What follows belongs to an exercise in optimizing a design on an open flow for small area and a short achievable clock period; a production flow would make more cautious choices.
Function was checked by simulation only, so behaviour that the tests miss may differ from the original.
Power figures rest on the tool's default switching activity, not on a simulated workload.

Setup of run 1:
// rob_top
module rob_top (
	input logic clk,
	input logic reset,
	input logic [1:0] disp_valid,
	input logic [5:0] disp_dst,
	input logic [5:0] disp_src,
	input logic [31:0] disp_pc,
	output logic stall,
	output logic [7:0] alloc_tag,
	output logic [7:0] src_tag,
	output logic [1:0] src_pending,
	output logic [63:0] src_data,
	input logic [1:0] wb_valid,
	input logic [7:0] wb_tag,
	input logic [63:0] wb_data,
	output logic [1:0] out_valid,
	output logic [5:0] out_dst,
	output logic [63:0] out_data,
	output logic [31:0] out_pc
);
For scale: roughly 4600 cells after synthesis, about 310 I/O pins.
clock: 7.0 ns
lec_check: 0
abc_area: 1
cap_margin: 20
core_margin: 2
core_utilization: 55
cts_cluster_diameter: 80
cts_cluster_size: 25
setup_slack_margin: 2.75
slew_margin: 20
run.sh (not shown) runs the stock make flow with config.mk's settings and CLKGATE_MAP_FILE= SYNTH_SCRIPT=/design/flow/synth_recipe.tcl, a recipe that flattens the netlist after the stock synthesis.
Inputs modified between run 1 and run 2:
Settings: putting ABC_CLOCK_PERIOD_IN_PS at 2500 where nothing was set; swapping 1 for 0 in ABC_AREA.
==> flow/flow/run.sh (new file) <==
#!/bin/bash
# The standard layout, with plain buffers (instead of the default delay-cell
# buffer) as the port buffers, and each group of ports placed on the side of
# the die nearest the logic it connects to (flow/io.tcl).
set -euo pipefail
bash standard.sh "BUFFER_PORTS_ARGS=-buffer_cell sky130_fd_sc_hd__buf_2" "IO_CONSTRAINTS=$PWD/flow/io.tcl" finish > make.log 2>&1
==> flow/flow/io.tcl (new file) <==
# Port placement: each group of ports on the side nearest the logic it feeds.
proc bus {name lo hi} {
  set l {}
  for {set i $lo} {$i <= $hi} {incr i} { lappend l "${name}\[$i\]" }
  return $l
}
# source lookup: dispatch selects and the lookup results
set_io_pin_constraint -region left:* -pin_names [concat \
  [bus disp_src 0 5] [bus disp_dst 0 5] [bus disp_valid 0 1] \
  [bus src_data 0 63] [bus src_tag 0 7] [bus src_pending 0 1] [bus alloc_tag 0 7] stall]
# writeback: into the rename values and the result banks
set_io_pin_constraint -region bottom:* -pin_names [concat \
  [bus wb_data 0 63] [bus wb_tag 0 7] [bus wb_valid 0 1] reset]
# retirement report
set_io_pin_constraint -region right:* -pin_names [concat \
  [bus out_data 0 63] [bus out_pc 0 31] [bus out_dst 0 5] [bus out_valid 0 1]]
# dispatch payload
set_io_pin_constraint -region top:* -pin_names [concat [bus disp_pc 0 31]]
==> flow/standard.sh (new file) <==
#!/bin/bash
# synth_recipe.tcl (not shown) runs the flow's synth.tcl, then flattens the netlist and writes it again
# the make line also repeats each setting of config.mk as NAME=value (left out here)
make -C /OpenROAD-flow-scripts/flow DESIGN_CONFIG=/design/flow/config.mk WORK_HOME=/design/flow/orfs CLKGATE_MAP_FILE= SYNTH_SCRIPT=/design/flow/synth_recipe.tcl "${@:-finish}"
removed: flow/run.sh
Results
Comparing run 2 and run 1, the higher maximum net fanout on the critical path was measured on run 2. Delta (run 2 minus run 1): total power fell by about 11%; iteration count of the initial detailed-routing pass grew by 3; worst hold slack down 0.098 ns; total wirelength of the detailed-routed design grew by 7.2 mm. Placed wire-length estimate after detailed placement went up by a little under 10% going from run 1 to run 2.
## Diff of input files: run 3 against run 2
Settings: CORE_UTILIZATION changed from 55 to 60; CORE_ASPECT_RATIO newly set to 0.7; SETUP_SLACK_MARGIN changed from 2.75 to 2.9; ABC_CLOCK_PERIOD_IN_PS removed (was 2500).
==> flow/flow/run.sh <==
#!/bin/bash
# The standard layout, with plain buffers (instead of the default delay-cell
# buffer) as the port buffers, and a clock tree built without dummy loads.
set -euo pipefail
bash standard.sh "BUFFER_PORTS_ARGS=-buffer_cell sky130_fd_sc_hd__buf_1" \
  "CTS_ARGS=-sink_clustering_enable -repair_clock_nets -sink_clustering_size 25 -sink_clustering_max_diameter 80 -dont_use_dummy_load" \
  finish > make.log 2>&1
removed: flow/flow/io.tcl
==> comparison <==
Run 3 was carried through to the last stage, and its layout satisfied the timing, design-rule and antenna checks.
Both conditions hold for run 2: the flow ran to the end and the final layout passed the timing, design-rule and antenna checks.
Of the two candidates, run 2 has the worse die area and run 3 the better one.
Taking run 2 as the reference, in run 3 share of cells above drive strength 1 shows a reduction of 7.2 points; minimum setup slack in the final design shows an increase of 0.14 ns.
Changes in run 4 relative to run 3:
Settings: TNS_END_PERCENT now 20, previously not set.
==> flow/flow/run.sh <==
#!/bin/bash
# The standard layout, with plain buffers (instead of the default delay-cell
# buffer) as the port buffers.
set -euo pipefail
bash standard.sh "BUFFER_PORTS_ARGS=-buffer_cell sky130_fd_sc_hd__buf_1" finish > make.log 2>&1
Findings:
- The global-route usage of run 3 and that of run 4 are within noise of each other.
- For number of placed instances, taps included, run 4 and run 3 come out practically identical.
- Between run 3 and run 4, global-route met2 utilization increased.
- The worst hold margin of run 4 is higher than that of run 3.
- Re number of nets produced by synthesis: no difference whatsoever between run 3 and run 4.
- On design area, run 3 and run 4 are neck and neck.
- Est. power | run 4 vs run 3 | run 4 higher
- There was hardly any difference in sequential power between run 4 and run 3.
- From run 3 to run 4 the numbers moved as follows: non-clock buffer count shows an increase of 2; highest attainable clock frequency shows no meaningful change; multi-input logic cell count shows no meaningful change.

* * *

## job 4818
rob_top again, from the RTL that the note above started with.
Settings: LEC_CHECK=0, ABC_AREA=1, CAP_MARGIN=20, CORE_MARGIN=2, CORE_UTILIZATION=70, CTS_CLUSTER_DIAMETER=80, CTS_CLUSTER_SIZE=25, SETUP_SLACK_MARGIN=2.75, SLEW_MARGIN=20; clock period 7.0 ns.
standard.sh (not shown) runs the stock make flow with config.mk's settings and CLKGATE_MAP_FILE= SYNTH_SCRIPT=/design/flow/synth_recipe.tcl, a recipe that flattens the netlist after the stock synthesis.
==> flow/flow/run.sh <==
#!/bin/bash
# The standard layout, with plain buffers (instead of the default delay-cell
# buffer) as the port buffers.
set -euo pipefail
bash standard.sh "BUFFER_PORTS_ARGS=-buffer_cell sky130_fd_sc_hd__buf_2" finish > make.log 2>&1
Job 4818 | status: complete | timing, DRC, antenna: pass
Input-level comparison between job 1982 and job 4818:
- changing CORE_UTILIZATION from 70 to 60
- changing SETUP_SLACK_MARGIN from 2.75 to 2.9
- changing ABC_AREA from 1 to 0
- setting CORE_ASPECT_RATIO to 0.5 for the first time
==> flow/flow/run.sh <==
#!/bin/bash
# The standard layout, with plain buffers (instead of the default delay-cell
# buffer) as the port buffers.
set -euo pipefail
bash standard.sh "BUFFER_PORTS_ARGS=-buffer_cell sky130_fd_sc_hd__buf_1" finish > make.log 2>&1
==> summary.txt <==
Every run in the comparison, job 4818 and job 1982, completed the flow with a clean layout.
Fraction of area in clock buffers and inverters ends up higher on job 4818.
In the tables for job 4818 and job 1982, critical path depth reads higher with job 4818.
For non-clock buffer share of cell area, job 4818 and job 1982 come out practically identical.

* * *

Starting RTL as in the previous note.
export LEC_CHECK = 0
export ABC_AREA = 0
export CAP_MARGIN = 20
export CORE_ASPECT_RATIO = 0.7
export CORE_MARGIN = 2
export CORE_UTILIZATION = 60
export CTS_CLUSTER_DIAMETER = 80
export CTS_CLUSTER_SIZE = 25
export SETUP_SLACK_MARGIN = 3.0
export SLEW_MARGIN = 20
export TNS_END_PERCENT = 20
create_clock -name core_clock -period 7.0 [get_ports {clk}]
==> flow/flow/run.sh <==
#!/bin/bash
# The standard layout, with plain buffers (instead of the default delay-cell
# buffer) as the port buffers.
set -euo pipefail
bash standard.sh "BUFFER_PORTS_ARGS=-buffer_cell sky130_fd_sc_hd__buf_1" finish > make.log 2>&1
Next try:
==> flow/flow/run.sh (replaced) <==
#!/bin/bash
# The standard layout, with plain buffers (instead of the default delay-cell
# buffer) as the port buffers.
set -euo pipefail
bash standard.sh "BUFFER_PORTS_ARGS=-buffer_cell sky130_fd_sc_hd__buf_2" finish > make.log 2>&1
ABC_CLOCK_PERIOD_IN_PS = 2500   (was unset)
CORE_ASPECT_RATIO = unset   (was 0.7)
CORE_UTILIZATION = 55   (was 60)
SETUP_SLACK_MARGIN = 2.75   (was 3.0)
TNS_END_PERCENT = unset   (was 20)
Effect: Critical path depth is lower by 2; sequential cell count is unchanged; combinational power is lower by about 5%; synthesized cell count is unchanged; via count is lower by about 3%.
Next try:
ABC_CLOCK_PERIOD_IN_PS = unset   (was 2500)
CORE_UTILIZATION = 70   (was 55)
=> Flip-flop and latch count does not change; design area decreases by 1.4%; register-to-register slack improved by 30 ps; total power decreases by 3.1%; sequential power is about the same; worst hold slack improved by 20 ps; count of clock-buffer cells in the layout decreases by 6; setup slack got worse by 63 ps.
Next try:
==> flow/flow/run.sh (replaced) <==
#!/bin/bash
# The standard layout, with plain buffers (instead of the default delay-cell
# buffer) as the port buffers.
set -euo pipefail
bash standard.sh "BUFFER_PORTS_ARGS=-buffer_cell sky130_fd_sc_hd__buf_1" finish > make.log 2>&1
CORE_UTILIZATION = 60   (was 70)
SETUP_SLACK_MARGIN = 3.0   (was 2.75)
Outcome: Via count rises by 1.7%. Count of clock-buffer cells in the layout rises by 9. Combinational power rises by 8.8%. Hold slack improves by 72 ps. Worst setup slack improves by 95 ps. Total power rises by 2.2%. Global-route usage falls by 2.7 points. Maximum frequency rises by 2.3%. Die area rises by 16%.

* * *

Setup of job 5163:
The RTL this note starts from:
==> flow/design.v <==
package rob_pkg;
	typedef logic [3:0] tag_t;
	typedef logic [4:0] rob_ptr_t;
	typedef logic [2:0] areg_t;
	typedef logic [31:0] data_t;
	typedef logic [15:0] pc_t;
endpackage
`timescale 1ns/1ps
module rob_top (
	input logic clk,
	input logic reset,
	input logic [1:0] disp_valid,
	input logic [5:0] disp_dst,
	input logic [5:0] disp_src,
	input logic [31:0] disp_pc,
	output logic stall,
	output logic [7:0] alloc_tag,
	output logic [7:0] src_tag,
	output logic [1:0] src_pending,
	output logic [63:0] src_data,
	input logic [1:0] wb_valid,
	input logic [7:0] wb_tag,
	input logic [63:0] wb_data,
	output logic [1:0] out_valid,
	output logic [5:0] out_dst,
	output logic [63:0] out_data,
	output logic [31:0] out_pc
);
	localparam int AW = 19;  
	logic [3:0] head;
	logic [3:0] tail;
	logic [4:0] cnt;
	logic [15:0] done;
	logic [AW-1:0] a_mem0 [8];
	logic [AW-1:0] a_mem1 [8];
	logic [31:0] r_mem0 [8];
	logic [31:0] r_mem1 [8];
	logic [7:0] pend;
	logic [3:0] stag [8];
	logic [31:0] sval [8];
	logic [1:0] acc;
	logic [3:0] tag1;
	logic stall_q;
	assign stall = stall_q;
	assign acc = disp_valid & {2{~stall}};
	assign tag1 = tail + {3'b0, disp_valid[0]};
	assign alloc_tag = {tag1, tail};
	logic [1:0] a_we;
	logic [2:0] a_off [2];
	logic [AW-1:0] a_wd [2];
	logic [AW-1:0] a_s0, a_s1;
	assign a_s0 = {disp_dst[2:0], disp_pc[15:0]};
	assign a_s1 = {disp_dst[5:3], disp_pc[31:16]};
	always_comb begin
		for (int b = 0; b < 2; b++) begin
			if (tail[0] == b[0]) begin
				a_we[b] = acc[0] | acc[1];
				a_wd[b] = disp_valid[0] ? a_s0 : a_s1;
				a_off[b] = tail[3:1];
			end else begin
				a_we[b] = acc[0] & acc[1];
				a_wd[b] = a_s1;
				a_off[b] = tail[3:1] + {2'b0, tail[0]};
			end
		end
	end
	logic [31:0] w_wd [2];
	always_comb begin
		for (int b = 0; b < 2; b++) begin
			w_wd[b] = (wb_valid[0] && wb_tag[0] == b[0]) ? wb_data[31:0] : wb_data[63:32];
		end
	end
	logic r0, r1;
	logic [3:0] head1;
	assign r0 = done[head];
	assign r1 = r0 & done[head1];
	always_comb begin
		logic [7:0] d0, d1;
		logic fwd;
		for (int r = 0; r < 8; r++) begin
			d0[r] = disp_src[2:0] == r[2:0];
			d1[r] = disp_src[5:3] == r[2:0];
		end
		src_data = '0;
		src_tag = '0;
		src_pending = '0;
		for (int r = 0; r < 8; r++) begin
			src_data[31:0] = src_data[31:0] | ({32{d0[r]}} & sval[r]);
			src_data[63:32] = src_data[63:32] | ({32{d1[r]}} & sval[r]);
			src_tag[3:0] = src_tag[3:0] | ({4{d0[r]}} & stag[r]);
			src_tag[7:4] = src_tag[7:4] | ({4{d1[r]}} & stag[r]);
			src_pending[0] = src_pending[0] | (d0[r] & pend[r]);
			src_pending[1] = src_pending[1] | (d1[r] & pend[r]);
		end
		fwd = disp_valid[0] && disp_dst[2:0] == disp_src[5:3];
		if (fwd) begin
			src_tag[7:4] = tail;
			src_pending[1] = 1'b1;
		end
	end
	logic [7:0] oh0, oh1;
	logic osw;
	always_comb begin
		logic [AW-1:0] ra0, ra1;
		logic [31:0] rr0, rr1;
		ra0 = '0;
		ra1 = '0;
		rr0 = '0;
		rr1 = '0;
		for (int o = 0; o < 8; o++) begin
			ra0 = ra0 | ({AW{oh0[o]}} & a_mem0[o]);
			ra1 = ra1 | ({AW{oh1[o]}} & a_mem1[o]);
			rr0 = rr0 | ({32{oh0[o]}} & r_mem0[o]);
			rr1 = rr1 | ({32{oh1[o]}} & r_mem1[o]);
		end
		if (osw) begin
			{out_dst[2:0], out_pc[15:0]} = ra1;
			{out_dst[5:3], out_pc[31:16]} = ra0;
			out_data[31:0] = rr1;
			out_data[63:32] = rr0;
		end else begin
			{out_dst[2:0], out_pc[15:0]} = ra0;
			{out_dst[5:3], out_pc[31:16]} = ra1;
			out_data[31:0] = rr0;
			out_data[63:32] = rr1;
		end
	end
	always_ff @(posedge clk) begin
		logic [2:0] o0;
		o0 = head[3:1] + {2'b0, head[0]};
		for (int o = 0; o < 8; o++) begin
			oh0[o] <= o0 == o[2:0];
			oh1[o] <= head[3:1] == o[2:0];
		end
		osw <= head[0];
	end
	always_ff @(posedge clk) begin
		for (int o = 0; o < 8; o++) begin
			if (a_we[0] && a_off[0] == o[2:0]) a_mem0[o] <= a_wd[0];
			if (a_we[1] && a_off[1] == o[2:0]) a_mem1[o] <= a_wd[1];
			if ((wb_valid[0] && wb_tag[3:0] == {o[2:0], 1'b0}) || (wb_valid[1] && wb_tag[7:4] == {o[2:0], 1'b0})) r_mem0[o] <= w_wd[0];
			if ((wb_valid[0] && wb_tag[3:0] == {o[2:0], 1'b1}) || (wb_valid[1] && wb_tag[7:4] == {o[2:0], 1'b1})) r_mem1[o] <= w_wd[1];
		end
	end
	logic [4:0] cnt_nxt;
	logic stall_nxt;
	always_comb begin
		logic [4:0] cand [5];
		logic [2:0] d;
		for (int k = 0; k < 5; k++) begin
			cand[k] = cnt + 5'(k) - 5'd2;
		end
		d = 3'd2 + {2'b0, acc[0]} + {2'b0, acc[1]} - {2'b0, r0} - {2'b0, r1};
		cnt_nxt = cand[d];
		stall_nxt = cnt_nxt[4] | (&cnt_nxt[3:0]);
	end
	always_ff @(posedge clk) begin
		if (reset) begin
			head <= '0;
			head1 <= 4'd1;
			tail <= '0;
			cnt <= '0;
			stall_q <= 1'b0;
			done <= '0;
			out_valid <= '0;
		end else begin
			if (r1) begin
				head <= head + 4'd2;
				head1 <= head + 4'd3;
			end else if (r0) begin
				head <= head1;
				head1 <= head + 4'd2;
			end
			tail <= tail + {3'b0, acc[0]} + {3'b0, acc[1]};
			cnt <= cnt_nxt;
			stall_q <= stall_nxt;
			out_valid <= {r1, r0};
			for (int t = 0; t < 16; t++) begin
				if ((r0 && head == t[3:0]) || (r1 && head1 == t[3:0])) done[t] <= 1'b0;
				if ((wb_valid[0] && wb_tag[3:0] == t[3:0]) || (wb_valid[1] && wb_tag[7:4] == t[3:0])) done[t] <= 1'b1;
			end
		end
	end
	logic [7:0] m0, m1;
	logic [7:0] cap;
	always_comb begin
		for (int r = 0; r < 8; r++) begin
			m0[r] = !reset && wb_valid[0] && wb_tag[3:0] == stag[r];
			m1[r] = !reset && wb_valid[1] && wb_tag[7:4] == stag[r];
			cap[r] = reset || (pend[r] && (m0[r] || m1[r]));
		end
	end
	always_ff @(posedge clk) begin
		for (int r = 0; r < 8; r++) begin
			if (cap[r]) sval[r] <= ({32{m0[r]}} & wb_data[31:0]) | ({32{m1[r]}} & wb_data[63:32]);
		end
	end
	always_ff @(posedge clk) begin
		for (int r = 0; r < 8; r++) begin
			if (reset) begin
				pend[r] <= 1'b0;
			end else begin
				if (cap[r]) pend[r] <= 1'b0;
				if (acc[0] && disp_dst[2:0] == r[2:0]) begin
					pend[r] <= 1'b1;
					stag[r] <= tail;
				end
				if (acc[1] && disp_dst[5:3] == r[2:0]) begin
					pend[r] <= 1'b1;
					stag[r] <= tag1;
				end
			end
		end
	end
endmodule
Settings: LEC_CHECK=0, ABC_AREA=0, CAP_MARGIN=20, CORE_MARGIN=2, CORE_UTILIZATION=60, CTS_CLUSTER_DIAMETER=60, CTS_CLUSTER_SIZE=20, SETUP_SLACK_MARGIN=2.9, SLEW_MARGIN=20; clock period 7.0 ns.
==> flow/flow/run.sh <==
#!/bin/bash
# The standard layout, with plain buffers (instead of the default delay-cell
# buffer) as the port buffers.
set -euo pipefail
bash standard.sh "BUFFER_PORTS_ARGS=-buffer_cell sky130_fd_sc_hd__buf_1" finish > make.log 2>&1
#### Input delta (job 4642 over job 5163)
Settings: CTS_CLUSTER_SIZE now 25, was 20; CORE_UTILIZATION now 55, was 60; SETUP_SLACK_MARGIN now 2.6, was 2.9; CTS_CLUSTER_DIAMETER now 80, was 60.
==> flow/flow/run.sh <==
#!/bin/bash
# The standard layout, with plain buffers (instead of the default delay-cell
# buffer) as the port buffers.
set -euo pipefail
bash standard.sh "BUFFER_PORTS_ARGS=-buffer_cell sky130_fd_sc_hd__buf_2" finish > make.log 2>&1
--- outcome ---
- Compared with job 5163, job 4642 shows a higher transition time of the tightest slew-check pin.
- The lower layout-stage area growth over the synthesis result of job 4642 and job 5163 is in job 4642.
- Placement row count, job 4642 vs job 5163: up by a few percent
diff inputs: job 4642 => job 2557
Settings: SETUP_SLACK_MARGIN now 3.1, was 2.6; CORE_UTILIZATION now 70, was 55.
## What came out
Job 2557 vs job 4642 — number of setup buffers added after CTS rose 45. Job 2557 falls short of job 4642 in wire length. Of job 2557 and job 4642, the run reporting the higher die area was job 4642. Area of the multi-input gates in job 2557 is 5.9% higher than in job 4642. Register-to-register path setup slack (higher): job 2557. | worst vdd rail ir drop | higher: job 2557 |. A slowest library cell on the worst path of sky130_fd_sc_hd__nand4_1 is what job 2557 shows, while sky130_fd_sc_hd__a22oi_1 belongs to job 4642.
diff inputs: job 2557 => job 2251
Settings: CORE_UTILIZATION now 60, was 70; SETUP_SLACK_MARGIN now 2.9, was 3.1.
==> flow/flow/run.sh <==
#!/bin/bash
# The standard layout, with plain buffers (instead of the default delay-cell
# buffer) as the port buffers.
set -euo pipefail
bash standard.sh "BUFFER_PORTS_ARGS=-buffer_cell sky130_fd_sc_hd__buf_1" finish > make.log 2>&1
==> comparison <==
- Timing, DRC, antenna: 0 failures across job 2557 and job 2251
- Job 2557 has a higher met1 capacity usage during global routing than job 2251.
- Clock group share of total power on job 2251 is up relative to job 2557.
- Between job 2557 and job 2251, the difference in count of sequential standard cells is negligible.
- Job 2251 against job 2557: worst slew slack as a fraction of its limit rose by 2.3 points, effective utilization at floorplan dropped 10 points.
For job 3277, these inputs were changed with respect to job 2251:
Settings: ABC_AREA now 1, was 0; CORE_UTILIZATION now 55, was 60; SETUP_SLACK_MARGIN now 2.75, was 2.9.
==> flow/flow/run.sh <==
#!/bin/bash
# The standard layout, with plain buffers (instead of the default delay-cell
# buffer) as the port buffers.
set -euo pipefail
bash standard.sh "BUFFER_PORTS_ARGS=-buffer_cell sky130_fd_sc_hd__buf_2" finish > make.log 2>&1
## What came out
Fmax | job 3277 vs job 2251 | job 3277 slower
Sequential cell count: job 2251 vs job 3277, no meaningful difference
Number of max-capacitance violations reported: job 3277 vs job 2251 — no meaningful difference
Summary: clock skew, job 3277 better than job 2251
Job 3277 against job 2251: instance count on the critical path has increased, hold slack has increased.
Looking at final worst-path setup slack across both flows, job 3277 is the weaker of the two, with job 2251 ahead.
Job 3277 vs job 2251: number of global-route vias before repair up in job 3277
Job 3277 ended with every stage complete and zero timing, DRC or antenna violations.
Compared to job 2251, job 3277 has basic-gate share of the synthesized area counting and, or, nand and nor cells 7.3 points higher.

[what the ideal ports hide]
The results above use ideal ports. As a check the final layouts listed here were re-extracted and re-timed, cells and wires unchanged.
Step 1: set_driving_cell puts a clkbuf_16 on clk and a buf_2 on each other input, an assumption about the parent block.
Step 2 adds t to the input delays and takes it off the output delays; t is the mean of the earliest and latest rising clock arrival at the registers after step 1. Input paths then give back, and output paths get back, about the clock's delay inside the block.
a / b / c = no drivers / after step 1 / after step 2; a / b = the first two.
| run | t, ns | slack for setup (ns) | clock arrival spread, ns | slew at the worst register clock pin (ns) | worst data-port slew with drivers (ns) |
|---|---|---|---|---|---|
| run 1 | 0.754 | 2.661 / 2.587 / 2.116 | 0.025 / 0.025 | 0.11 / 0.11 | 0.10 |
| run 2 | 0.757 | 2.688 / 2.605 / 2.201 | 0.037 / 0.036 | 0.11 / 0.11 | 0.20 |
| run 3 | 0.708 | 2.825 / 2.716 / 2.426 | 0.102 / 0.102 | 0.11 / 0.11 | 0.17 |
| run 4 | 0.729 | 2.824 / 2.775 / 2.403 | 0.031 / 0.032 | 0.11 / 0.11 | 0.13 |
| job 4818 | 0.744 | 2.662 / 2.563 / 2.203 | 0.029 / 0.029 | 0.11 / 0.11 | 0.11 |
| job 1982 | 0.755 | 2.806 / 2.783 / 2.272 | 0.054 / 0.054 | 0.11 / 0.11 | 0.13 |
| the first run of note 3 | 0.750 | 2.886 / 2.755 / 2.261 | 0.040 / 0.040 | 0.11 / 0.11 | 0.16 |
| the second run of note 3 | 0.754 | 2.765 / 2.691 / 2.410 | 0.024 / 0.024 | 0.10 / 0.10 | 0.18 |
| the third run of note 3 | 0.739 | 2.703 / 2.631 / 2.218 | 0.028 / 0.028 | 0.11 / 0.11 | 0.18 |
| the fourth run of note 3 | 0.730 | 2.797 / 2.649 / 2.539 | 0.033 / 0.034 | 0.11 / 0.11 | 0.18 |
| job 5163 | 0.730 | 2.853 / 2.788 / 2.233 | 0.042 / 0.042 | 0.09 / 0.09 | 0.15 |
| job 4642 | 0.752 | 2.626 / 2.603 / 2.462 | 0.038 / 0.038 | 0.11 / 0.11 | 0.18 |
| job 2557 | 0.750 | 2.627 / 2.526 / 2.471 | 0.042 / 0.043 | 0.11 / 0.11 | 0.21 |
| job 2251 | 0.734 | 2.849 / 2.753 / 2.296 | 0.034 / 0.034 | 0.10 / 0.10 | 0.14 |
| job 3277 | 0.761 | 2.623 / 2.531 / 2.297 | 0.041 / 0.040 | 0.12 / 0.12 | 0.15 |
After both steps every run listed still meets setup and hold. The setup slack of the first run of note 3, which loses most, moves by -0.131 ns with the drivers and by -0.625 ns with both steps.
